Context: an optimization exercise on an open-source flow, tuned for small area, a short achievable clock period and few clock cycles per item. The choices shown serve that exercise and are no tape-out recipe.
At most, simulation tests tie the RTL to the original design; equivalence was not proved.

## mult_arbiter
module mult_arbiter #(
    parameter bit RR_EN = 1'b1
) (
    input  logic               clk,
    input  logic               rst,
    input  logic               req0_valid,
    input  logic signed [31:0] req0_a,
    input  logic signed [31:0] req0_b,
    output logic               req0_ready,
    input  logic               req1_valid,
    input  logic signed [31:0] req1_a,
    input  logic signed [31:0] req1_b,
    output logic               req1_ready,
    output logic               res_valid,
    input  logic               res_ready,
    output logic signed [63:0] res_data,
    output logic               res_id,
    output logic               busy
);
==> module mult_arbiter, before the edit <==
module mult_arbiter #(
    parameter bit RR_EN = 1'b1
) (
    input  logic               clk,
    input  logic               rst,
    input  logic               req0_valid,
    input  logic signed [31:0] req0_a,
    input  logic signed [31:0] req0_b,
    output logic               req0_ready,
    input  logic               req1_valid,
    input  logic signed [31:0] req1_a,
    input  logic signed [31:0] req1_b,
    output logic               req1_ready,
    output logic               res_valid,
    input  logic               res_ready,
    output logic signed [63:0] res_data,
    output logic               res_id,
    output logic               busy
);
    logic               r_last_grant;
    logic               r_ptr;
    logic               r_v1;
    logic               r_id1;
    logic        [31:0] r_a_n;
    logic        [15:0] r_one_n;
    logic        [15:0] r_two_n;
    logic        [15:0] r_neg;
    logic               r_res_valid;
    logic               r_res_id;
    logic      [16-1:0] r_res_lo;
    logic               r_res_lc;
    logic      [63-16:0] r_res_h0;
    logic      [47-1:0] r_res_h1;
    logic               w_turn;
    logic               w_turn_next;
    logic               w_ptr_next;
    logic               w_can_grant;
    logic               w_s1_free;
    logic               w_accept;
    logic               w_load_out;
    logic        [63:0] w_s0;
    logic      [62-1:0] w_s1;
    logic        [63:0] w_s1_x;
    logic      [16-1:0] w_lo;
    logic               w_lo_c;
    logic      [63-16:0] w_h1_x;
    logic        [31:0] w_b;
    logic        [32:0] w_bx;
    logic        [15:0] w_one;
    logic        [15:0] w_two;
    logic        [15:0] w_neg;
    assign w_turn     = RR_EN ? !r_last_grant : 1'b0;
    assign w_load_out = r_v1 && (!r_res_valid || res_ready);
    assign w_s1_free  = !r_v1 || !r_res_valid || res_ready;
    assign req0_ready = !rst && w_s1_free && req0_valid && !r_ptr && (!w_turn || !req1_valid);
    assign req1_ready = !rst && w_s1_free && req1_valid &&  r_ptr && ( w_turn || !req0_valid);
    assign w_accept   = req0_ready || req1_ready;
    assign w_can_grant = r_ptr ? (req1_valid && (w_turn || !req0_valid))
                               : (req0_valid && (!w_turn || !req1_valid));
    assign w_turn_next = (RR_EN && w_can_grant) ? !r_ptr : w_turn;
    assign w_ptr_next  = w_turn_next ? (req1_valid || !req0_valid) : (req1_valid && !req0_valid);
    assign w_b  = r_ptr ? req1_b : req0_b;
    assign w_bx = {w_b, 1'b0};
    for (genvar j = 0; j < 16; j++) begin : g_enc
        assign w_one[j] = w_bx[2*j+1] ^ w_bx[2*j];
        assign w_two[j] = (w_bx[2*j+2] & ~w_bx[2*j+1] & ~w_bx[2*j]) |
                          (~w_bx[2*j+2] & w_bx[2*j+1] & w_bx[2*j]);
        assign w_neg[j] = w_bx[2*j+2] & ~(w_bx[2*j+1] & w_bx[2*j]);
    end
    booth_tree u_tree (
        .i_a   (~r_a_n),
        .i_one (~r_one_n),
        .i_two (~r_two_n),
        .i_neg (r_neg),
        .o_s0  (w_s0),
        .o_s1  (w_s1)
    );
    always_ff @(posedge clk or posedge rst) begin
        if (rst) begin
            r_last_grant <= 1'b1;
            r_ptr        <= 1'b0;
            r_v1         <= 1'b0;
            r_res_valid  <= 1'b0;
        end else begin
            if (w_accept) r_last_grant <= r_ptr;
            r_ptr       <= w_ptr_next;
            r_v1        <= w_accept || (r_v1 && !w_load_out);
            r_res_valid <= w_load_out || (r_res_valid && !res_ready);
        end
    end
    always_ff @(posedge clk) begin
        if (w_s1_free) begin
            r_a_n   <= ~(r_ptr ? req1_a : req0_a);
            r_one_n <= ~w_one;
            r_two_n <= ~w_two;
            r_neg <= w_neg;
            r_id1 <= r_ptr;
        end
        if (w_load_out) begin
            r_res_lo   <= w_lo;
            r_res_lc   <= w_lo_c;
            r_res_h0   <= w_s0[63:16];
            r_res_h1   <= {w_s1[61], w_s1[60], w_s1[59], w_s1[58], w_s1[57], w_s1[56], w_s1[55], w_s1[54], w_s1[53], w_s1[52], w_s1[51], w_s1[50], w_s1[49], w_s1[48], w_s1[47], w_s1[46], w_s1[45], w_s1[44], w_s1[43], w_s1[42], w_s1[41], w_s1[40], w_s1[39], w_s1[38], w_s1[37], w_s1[36], w_s1[35], w_s1[34], w_s1[33], w_s1[32], w_s1[31], w_s1[30], w_s1[29], w_s1[28], w_s1[27], w_s1[26], w_s1[25], w_s1[24], w_s1[23], w_s1[22], w_s1[21], w_s1[20], w_s1[19], w_s1[18], w_s1[17], w_s1[16], w_s1[15]};
            r_res_id   <= r_id1;
        end
    end
    assign res_valid = r_res_valid;
    assign w_s1_x = {1'b0, w_s1[61], w_s1[60], w_s1[59], w_s1[58], w_s1[57], w_s1[56], w_s1[55], w_s1[54], w_s1[53], w_s1[52], w_s1[51], w_s1[50], w_s1[49], w_s1[48], w_s1[47], w_s1[46], w_s1[45], w_s1[44], w_s1[43], w_s1[42], w_s1[41], w_s1[40], w_s1[39], w_s1[38], w_s1[37], w_s1[36], w_s1[35], w_s1[34], w_s1[33], w_s1[32], w_s1[31], w_s1[30], w_s1[29], w_s1[28], w_s1[27], w_s1[26], w_s1[25], w_s1[24], w_s1[23], w_s1[22], w_s1[21], w_s1[20], w_s1[19], w_s1[18], w_s1[17], w_s1[16], w_s1[15], w_s1[14], w_s1[13], w_s1[12], w_s1[11], w_s1[10], w_s1[9], w_s1[8], w_s1[7], w_s1[6], w_s1[5], w_s1[4], w_s1[3], w_s1[2], w_s1[1], 1'b0, w_s1[0]};
    assign {w_lo_c, w_lo} = w_s0[16-1:0] + w_s1_x[16-1:0];
    assign w_h1_x = {1'b0, r_res_h1[46], r_res_h1[45], r_res_h1[44], r_res_h1[43], r_res_h1[42], r_res_h1[41], r_res_h1[40], r_res_h1[39], r_res_h1[38], r_res_h1[37], r_res_h1[36], r_res_h1[35], r_res_h1[34], r_res_h1[33], r_res_h1[32], r_res_h1[31], r_res_h1[30], r_res_h1[29], r_res_h1[28], r_res_h1[27], r_res_h1[26], r_res_h1[25], r_res_h1[24], r_res_h1[23], r_res_h1[22], r_res_h1[21], r_res_h1[20], r_res_h1[19], r_res_h1[18], r_res_h1[17], r_res_h1[16], r_res_h1[15], r_res_h1[14], r_res_h1[13], r_res_h1[12], r_res_h1[11], r_res_h1[10], r_res_h1[9], r_res_h1[8], r_res_h1[7], r_res_h1[6], r_res_h1[5], r_res_h1[4], r_res_h1[3], r_res_h1[2], r_res_h1[1], r_res_h1[0]};
    final_adder u_add (
        .i_x (r_res_h0),
        .i_y (w_h1_x),
        .i_c (r_res_lc),
        .o_s (res_data[63:16])
    );
    assign res_data[16-1:0] = r_res_lo;
    assign res_id    = r_res_id;
    assign busy      = r_v1 || r_res_valid;
endmodule
clock: 10.0 ns
lec_check: 0
cap_margin: 20
core_margin: 2
core_utilization: 60
setup_slack_margin: 5
slew_margin: 20
standard.sh (not shown) runs the stock make flow with config.mk's settings and CLKGATE_MAP_FILE= SYNTH_SCRIPT=/design/flow/synth_recipe.tcl, a recipe that flattens the netlist after the stock synthesis.
==> flow/flow/run.sh <==
#!/bin/bash
# Standard ORFS layout (the standard.sh) with these changes:
#  - synthesis skips Yosys's internal "abc -fast" pre-mapping (synth -noabc),
#    so extract_fa maps the RTL's full adders without inverter pairs;
#  - the final abc mapping uses flow/abc.script (abc "map" instead of "&nf");
#  - port buffers use the smallest buffer cell (buf_1);
set -euo pipefail
HERE=$(pwd)
{
  sed -n '1s/-noshare {\*}/-noshare -noabc {*}/p' synth_recipe.tcl
  cat <<EOT
proc abc {args} {
  set i [lsearch -exact \$args -script]
  if {\$i >= 0} { set args [lreplace \$args [expr {\$i+1}] [expr {\$i+1}] $HERE/flow/abc.script] }
  yosys abc {*}\$args
}
EOT
  sed '1d' synth_recipe.tcl
} > flow_synth.tcl
grep -q -- '-noabc' flow_synth.tcl
sed "s#SYNTH_SCRIPT=[^ ]*#SYNTH_SCRIPT=$HERE/flow_synth.tcl#" standard.sh > flow_standard.sh
grep -q "SYNTH_SCRIPT=$HERE/flow_synth.tcl" flow_standard.sh
export BUFFER_PORTS_ARGS="-buffer_cell sky130_fd_sc_hd__buf_1"
EXTRA=()
if [[ -f flow/make_args.txt ]]; then
  while read -r l; do [[ -n "$l" ]] && EXTRA+=("$l"); done < flow/make_args.txt
fi
bash flow_standard.sh "${EXTRA[@]}" finish > flow_make.log 2>&1
==> flow/flow/abc.script <==
strash
dch
map -B 0.9
topo
stime -c
buffer -c
upsize -c
dnsize -c
==> flow/flow/make_args.txt <==
SETUP_SLACK_MARGIN=5.3
Rerun with:
--- a/flow/design.v
+++ b/flow/design.v
@@ -2946,5 +2946,4 @@
 );
     logic               r_last_grant;
-    logic               r_ptr;
     logic               r_v1;
     logic               r_id1;
@@ -2954,4 +2953,6 @@
     logic        [15:0] r_neg;
     logic               r_res_valid;
+    logic               r_room;
+    logic               r_turn;
     logic               r_res_id;
     logic      [16-1:0] r_res_lo;
@@ -2960,7 +2961,7 @@
     logic      [47-1:0] r_res_h1;
     logic               w_turn;
-    logic               w_turn_next;
-    logic               w_ptr_next;
-    logic               w_can_grant;
+    logic               w_pick1;
+    logic               w_v1_next;
+    logic               w_res_valid_next;
     logic               w_s1_free;
     logic               w_accept;
@@ -2978,14 +2979,13 @@
     logic        [15:0] w_neg;
     assign w_turn     = RR_EN ? !r_last_grant : 1'b0;
+    assign w_pick1    = req1_valid && (!req0_valid || w_turn);
     assign w_load_out = r_v1 && (!r_res_valid || res_ready);
     assign w_s1_free  = !r_v1 || !r_res_valid || res_ready;
-    assign req0_ready = !rst && w_s1_free && req0_valid && !r_ptr && (!w_turn || !req1_valid);
-    assign req1_ready = !rst && w_s1_free && req1_valid &&  r_ptr && ( w_turn || !req0_valid);
+    assign req0_ready = !rst && req0_valid && (r_room || res_ready) && (!req1_valid || !r_turn);
+    assign req1_ready = !rst && req1_valid && (r_room || res_ready) && (!req0_valid ||  r_turn);
     assign w_accept   = req0_ready || req1_ready;
-    assign w_can_grant = r_ptr ? (req1_valid && (w_turn || !req0_valid))
-                               : (req0_valid && (!w_turn || !req1_valid));
-    assign w_turn_next = (RR_EN && w_can_grant) ? !r_ptr : w_turn;
-    assign w_ptr_next  = w_turn_next ? (req1_valid || !req0_valid) : (req1_valid && !req0_valid);
-    assign w_b  = r_ptr ? req1_b : req0_b;
+    assign w_v1_next        = w_accept || (r_v1 && !w_load_out);
+    assign w_res_valid_next = w_load_out || (r_res_valid && !res_ready);
+    assign w_b  = w_pick1 ? req1_b : req0_b;
     assign w_bx = {w_b, 1'b0};
     for (genvar j = 0; j < 16; j++) begin : g_enc
@@ -3006,21 +3006,23 @@
         if (rst) begin
             r_last_grant <= 1'b1;
-            r_ptr        <= 1'b0;
             r_v1         <= 1'b0;
             r_res_valid  <= 1'b0;
+            r_room       <= 1'b1;
+            r_turn       <= 1'b0;
         end else begin
-            if (w_accept) r_last_grant <= r_ptr;
-            r_ptr       <= w_ptr_next;
-            r_v1        <= w_accept || (r_v1 && !w_load_out);
-            r_res_valid <= w_load_out || (r_res_valid && !res_ready);
+            if (w_accept) r_last_grant <= w_pick1;
+            r_v1        <= w_v1_next;
+            r_res_valid <= w_res_valid_next;
+            r_room      <= !(w_v1_next && w_res_valid_next);
+            r_turn      <= RR_EN && !(w_accept ? w_pick1 : r_last_grant);
         end
     end
     always_ff @(posedge clk) begin
         if (w_s1_free) begin
-            r_a_n   <= ~(r_ptr ? req1_a : req0_a);
+            r_a_n   <= ~(w_pick1 ? req1_a : req0_a);
             r_one_n <= ~w_one;
             r_two_n <= ~w_two;
             r_neg <= w_neg;
-            r_id1 <= r_ptr;
+            r_id1 <= w_pick1;
         end
         if (w_load_out) begin
What happened: The new run went through all stages and came out clean. Synthesized cell count went up slightly. First-iteration DRC count drops by roughly a tenth. Flip-flop and latch count increases by 1. Cell count is about the same. Global-route usage fell by 0.93 points. Die area increases slightly.
Testbench counts after the change, summed over its fixed seeds: cycles 2,064, items 2,048.
Only the layout flow was run in the first run of this note; the RTL was not checked for function there.

---

== P ==
Another version of the RTL of mult_arbiter (not shown whole).
For scale: ~200 flip-flops, ~0.029 sq mm of cells after synthesis.
==> module mult_arbiter, before the edit <==
module mult_arbiter #(
    parameter bit RR_EN = 1'b1
) (
    input  logic               clk,
    input  logic               rst,
    input  logic               req0_valid,
    input  logic signed [31:0] req0_a,
    input  logic signed [31:0] req0_b,
    output logic               req0_ready,
    input  logic               req1_valid,
    input  logic signed [31:0] req1_a,
    input  logic signed [31:0] req1_b,
    output logic               req1_ready,
    output logic               res_valid,
    input  logic               res_ready,
    output logic signed [63:0] res_data,
    output logic               res_id,
    output logic               busy
);
    logic               r_last_grant;
    logic               r_ptr;
    logic               r_v1;
    logic               r_id1;
    logic        [31:0] r_a_n;
    logic        [15:0] r_one_n;
    logic        [15:0] r_two_n;
    logic        [15:0] r_neg;
    logic               r_res_valid;
    logic               r_res_id;
    logic      [16-1:0] r_res_lo;
    logic               r_res_lc;
    logic      [63-16:0] r_res_h0;
    logic      [47-1:0] r_res_h1;
    logic               w_turn;
    logic               w_turn_next;
    logic               w_ptr_next;
    logic               w_s1_free;
    logic               w_accept;
    logic               w_load_out;
    logic        [63:0] w_s0;
    logic      [62-1:0] w_s1;
    logic        [63:0] w_s1_x;
    logic      [16-1:0] w_lo;
    logic               w_lo_c;
    logic      [63-16:0] w_h1_x;
    logic        [31:0] w_b;
    logic        [32:0] w_bx;
    logic        [15:0] w_one;
    logic        [15:0] w_two;
    logic        [15:0] w_neg;
    assign w_turn     = RR_EN ? !r_last_grant : 1'b0;
    assign w_load_out = r_v1 && (!r_res_valid || res_ready);
    assign w_s1_free  = !r_v1 || !r_res_valid || res_ready;
    assign req0_ready = !rst && w_s1_free && req0_valid && !r_ptr && (!w_turn || !req1_valid);
    assign req1_ready = !rst && w_s1_free && req1_valid &&  r_ptr && ( w_turn || !req0_valid);
    assign w_accept   = req0_ready || req1_ready;
    assign w_turn_next = (RR_EN && w_accept) ? !r_ptr : w_turn;
    assign w_ptr_next  = w_turn_next ? (req1_valid || !req0_valid) : (req1_valid && !req0_valid);
    assign w_b  = r_ptr ? req1_b : req0_b;
    assign w_bx = {w_b, 1'b0};
    for (genvar j = 0; j < 16; j++) begin : g_enc
        assign w_one[j] = w_bx[2*j+1] ^ w_bx[2*j];
        assign w_two[j] = (w_bx[2*j+2] & ~w_bx[2*j+1] & ~w_bx[2*j]) |
                          (~w_bx[2*j+2] & w_bx[2*j+1] & w_bx[2*j]);
        assign w_neg[j] = w_bx[2*j+2] & ~(w_bx[2*j+1] & w_bx[2*j]);
    end
    booth_tree u_tree (
        .i_a   (~r_a_n),
        .i_one (~r_one_n),
        .i_two (~r_two_n),
        .i_neg (r_neg),
        .o_s0  (w_s0),
        .o_s1  (w_s1)
    );
    always_ff @(posedge clk or posedge rst) begin
        if (rst) begin
            r_last_grant <= 1'b1;
            r_ptr        <= 1'b0;
            r_v1         <= 1'b0;
            r_res_valid  <= 1'b0;
        end else begin
            if (w_accept) r_last_grant <= r_ptr;
            r_ptr       <= w_ptr_next;
            r_v1        <= w_accept || (r_v1 && !w_load_out);
            r_res_valid <= w_load_out || (r_res_valid && !res_ready);
        end
    end
    always_ff @(posedge clk) begin
        if (w_s1_free) begin
            r_a_n   <= ~(r_ptr ? req1_a : req0_a);
            r_one_n <= ~w_one;
            r_two_n <= ~w_two;
            r_neg <= w_neg;
            r_id1 <= r_ptr;
        end
        if (w_load_out) begin
            r_res_lo   <= w_lo;
            r_res_lc   <= w_lo_c;
            r_res_h0   <= w_s0[63:16];
            r_res_h1   <= {w_s1[61], w_s1[60], w_s1[59], w_s1[58], w_s1[57], w_s1[56], w_s1[55], w_s1[54], w_s1[53], w_s1[52], w_s1[51], w_s1[50], w_s1[49], w_s1[48], w_s1[47], w_s1[46], w_s1[45], w_s1[44], w_s1[43], w_s1[42], w_s1[41], w_s1[40], w_s1[39], w_s1[38], w_s1[37], w_s1[36], w_s1[35], w_s1[34], w_s1[33], w_s1[32], w_s1[31], w_s1[30], w_s1[29], w_s1[28], w_s1[27], w_s1[26], w_s1[25], w_s1[24], w_s1[23], w_s1[22], w_s1[21], w_s1[20], w_s1[19], w_s1[18], w_s1[17], w_s1[16], w_s1[15]};
            r_res_id   <= r_id1;
        end
    end
    assign res_valid = r_res_valid;
    assign w_s1_x = {1'b0, w_s1[61], w_s1[60], w_s1[59], w_s1[58], w_s1[57], w_s1[56], w_s1[55], w_s1[54], w_s1[53], w_s1[52], w_s1[51], w_s1[50], w_s1[49], w_s1[48], w_s1[47], w_s1[46], w_s1[45], w_s1[44], w_s1[43], w_s1[42], w_s1[41], w_s1[40], w_s1[39], w_s1[38], w_s1[37], w_s1[36], w_s1[35], w_s1[34], w_s1[33], w_s1[32], w_s1[31], w_s1[30], w_s1[29], w_s1[28], w_s1[27], w_s1[26], w_s1[25], w_s1[24], w_s1[23], w_s1[22], w_s1[21], w_s1[20], w_s1[19], w_s1[18], w_s1[17], w_s1[16], w_s1[15], w_s1[14], w_s1[13], w_s1[12], w_s1[11], w_s1[10], w_s1[9], w_s1[8], w_s1[7], w_s1[6], w_s1[5], w_s1[4], w_s1[3], w_s1[2], w_s1[1], 1'b0, w_s1[0]};
    assign {w_lo_c, w_lo} = w_s0[16-1:0] + w_s1_x[16-1:0];
    assign w_h1_x = {1'b0, r_res_h1[46], r_res_h1[45], r_res_h1[44], r_res_h1[43], r_res_h1[42], r_res_h1[41], r_res_h1[40], r_res_h1[39], r_res_h1[38], r_res_h1[37], r_res_h1[36], r_res_h1[35], r_res_h1[34], r_res_h1[33], r_res_h1[32], r_res_h1[31], r_res_h1[30], r_res_h1[29], r_res_h1[28], r_res_h1[27], r_res_h1[26], r_res_h1[25], r_res_h1[24], r_res_h1[23], r_res_h1[22], r_res_h1[21], r_res_h1[20], r_res_h1[19], r_res_h1[18], r_res_h1[17], r_res_h1[16], r_res_h1[15], r_res_h1[14], r_res_h1[13], r_res_h1[12], r_res_h1[11], r_res_h1[10], r_res_h1[9], r_res_h1[8], r_res_h1[7], r_res_h1[6], r_res_h1[5], r_res_h1[4], r_res_h1[3], r_res_h1[2], r_res_h1[1], r_res_h1[0]};
    final_adder u_add (
        .i_x (r_res_h0),
        .i_y (w_h1_x),
        .i_c (r_res_lc),
        .o_s (res_data[63:16])
    );
    assign res_data[16-1:0] = r_res_lo;
    assign res_id    = r_res_id;
    assign busy      = r_v1 || r_res_valid;
endmodule
clock: 10.0 ns
lec_check: 0
cap_margin: 20
core_margin: 2
core_utilization: 60
setup_slack_margin: 5
slew_margin: 20
Scripts as last shown in full above: flow/flow/run.sh, flow/flow/abc.script, flow/flow/make_args.txt
Setup changes, P to R
--- a/flow/design.v
+++ b/flow/design.v
@@ -2951,18 +2951,27 @@
     logic        [31:0] r_a_n;
     logic        [15:0] r_one_n;
     logic        [15:0] r_two_n;
     logic        [15:0] r_neg;
     logic               r_res_valid;
+    logic               r_room;
+    logic               r_ok0a;
+    logic               r_ok0b;
+    logic               r_ok1a;
+    logic               r_ok1b;
     logic               r_res_id;
     logic      [16-1:0] r_res_lo;
     logic               r_res_lc;
     logic      [63-16:0] r_res_h0;
     logic      [47-1:0] r_res_h1;
     logic               w_turn;
     logic               w_turn_next;
     logic               w_ptr_next;
+    logic               w_can_grant;
+    logic               w_v1_next;
+    logic               w_res_valid_next;
+    logic               w_turn_reg_next;
     logic               w_s1_free;
     logic               w_accept;
     logic               w_load_out;
     logic        [63:0] w_s0;
     logic      [62-1:0] w_s1;
@@ -2976,15 +2985,20 @@
     logic        [15:0] w_two;
     logic        [15:0] w_neg;
     assign w_turn     = RR_EN ? !r_last_grant : 1'b0;
     assign w_load_out = r_v1 && (!r_res_valid || res_ready);
     assign w_s1_free  = !r_v1 || !r_res_valid || res_ready;
-    assign req0_ready = !rst && w_s1_free && req0_valid && !r_ptr && (!w_turn || !req1_valid);
-    assign req1_ready = !rst && w_s1_free && req1_valid &&  r_ptr && ( w_turn || !req0_valid);
+    assign req0_ready = !rst && req0_valid && (r_room || res_ready) && (r_ok0a || (r_ok0b && !req1_valid));
+    assign req1_ready = !rst && req1_valid && (r_room || res_ready) && (r_ok1a || (r_ok1b && !req0_valid));
     assign w_accept   = req0_ready || req1_ready;
-    assign w_turn_next = (RR_EN && w_accept) ? !r_ptr : w_turn;
+    assign w_can_grant = r_ptr ? (req1_valid && (w_turn || !req0_valid))
+                               : (req0_valid && (!w_turn || !req1_valid));
+    assign w_turn_next = (RR_EN && w_can_grant) ? !r_ptr : w_turn;
     assign w_ptr_next  = w_turn_next ? (req1_valid || !req0_valid) : (req1_valid && !req0_valid);
+    assign w_v1_next        = w_accept || (r_v1 && !w_load_out);
+    assign w_res_valid_next = w_load_out || (r_res_valid && !res_ready);
+    assign w_turn_reg_next  = RR_EN ? !(w_accept ? r_ptr : r_last_grant) : 1'b0;
     assign w_b  = r_ptr ? req1_b : req0_b;
     assign w_bx = {w_b, 1'b0};
     for (genvar j = 0; j < 16; j++) begin : g_enc
         assign w_one[j] = w_bx[2*j+1] ^ w_bx[2*j];
         assign w_two[j] = (w_bx[2*j+2] & ~w_bx[2*j+1] & ~w_bx[2*j]) |
@@ -3003,15 +3017,25 @@
         if (rst) begin
             r_last_grant <= 1'b1;
             r_ptr        <= 1'b0;
             r_v1         <= 1'b0;
             r_res_valid  <= 1'b0;
+            r_room       <= 1'b1;
+            r_ok0a       <= 1'b1;
+            r_ok0b       <= 1'b0;
+            r_ok1a       <= 1'b0;
+            r_ok1b       <= 1'b0;
         end else begin
             if (w_accept) r_last_grant <= r_ptr;
             r_ptr       <= w_ptr_next;
-            r_v1        <= w_accept || (r_v1 && !w_load_out);
-            r_res_valid <= w_load_out || (r_res_valid && !res_ready);
+            r_v1        <= w_v1_next;
+            r_res_valid <= w_res_valid_next;
+            r_room      <= !(w_v1_next && w_res_valid_next);
+            r_ok0a      <= !w_ptr_next && !w_turn_reg_next;
+            r_ok0b      <= !w_ptr_next &&  w_turn_reg_next;
+            r_ok1a      <=  w_ptr_next &&  w_turn_reg_next;
+            r_ok1b      <=  w_ptr_next && !w_turn_reg_next;
         end
     end
     always_ff @(posedge clk) begin
         if (w_s1_free) begin
             r_a_n   <= ~(r_ptr ? req1_a : req0_a);
Notes after the runs:
- R closes out successfully: all stages finished, all timing, DRC and antenna checks passed.
- Of P and R, the higher half-perimeter wire length after placement belongs to R.
- Going from P to R, the area of the die was found to have gone up by about 0.8%.
- P and R ended up with nearly the same utilization after layout.
- The run showing the smaller flip-flop and latch share of the layout cell area is P.
- Summary: final-layout worst hold slack, R better than P
- Lower transition time at the pin with the least slew margin goes to R over P.
- Fill cell instance count of the final layout went up slightly going from P to R.
- Routed wire length of R falls short of that of P slightly.
- Summary of R over P: register-to-register slack ~0 delta; met1 wire length -0.34%.
- Compared with P, R shows a higher via count of the first global-routing pass.
Function was not checked in any run of this note: the RTL went through the layout flow alone.

==> port drivers added, routing unchanged <==
The flow's constraints put no driver on any port. The routed layouts listed below were extracted and timed again, unchanged, in two steps. Step 1: set_driving_cell puts a clkbuf_16 on clk and a buf_2 on each other input, an assumption about the parent block. Step 2 also shifts input and output timing later by t, the mid clock arrival at the registers, as if the neighbouring blocks saw the same clock. a / b / c = ideal / step 1 / step 2; a / b = the first two.
run | t (ns) | slack for setup (ns) | worst setup path after step 2 | worst register clock-pin slew, ns | pins driven straight from the clock port
the first run of note 1 | 0.555 | 5.175 / 5.162 / 4.653 | input to register | 0.09 / 0.09 | 1
the second run of note 1 | 0.567 | 5.353 / 5.294 / 5.369 | input to output | 0.09 / 0.09 | 1
P | 0.571 | 5.189 / 5.166 / 4.939 | input to register | 0.10 / 0.10 | 1
R | 0.625 | 5.265 / 5.204 / 5.361 | input to output | 0.07 / 0.07 | 1
After both steps every run listed still meets setup and hold. For the first run of note 1, which loses most, drivers alone change the setup slack by -0.013 ns; drivers and shift together by -0.522 ns.
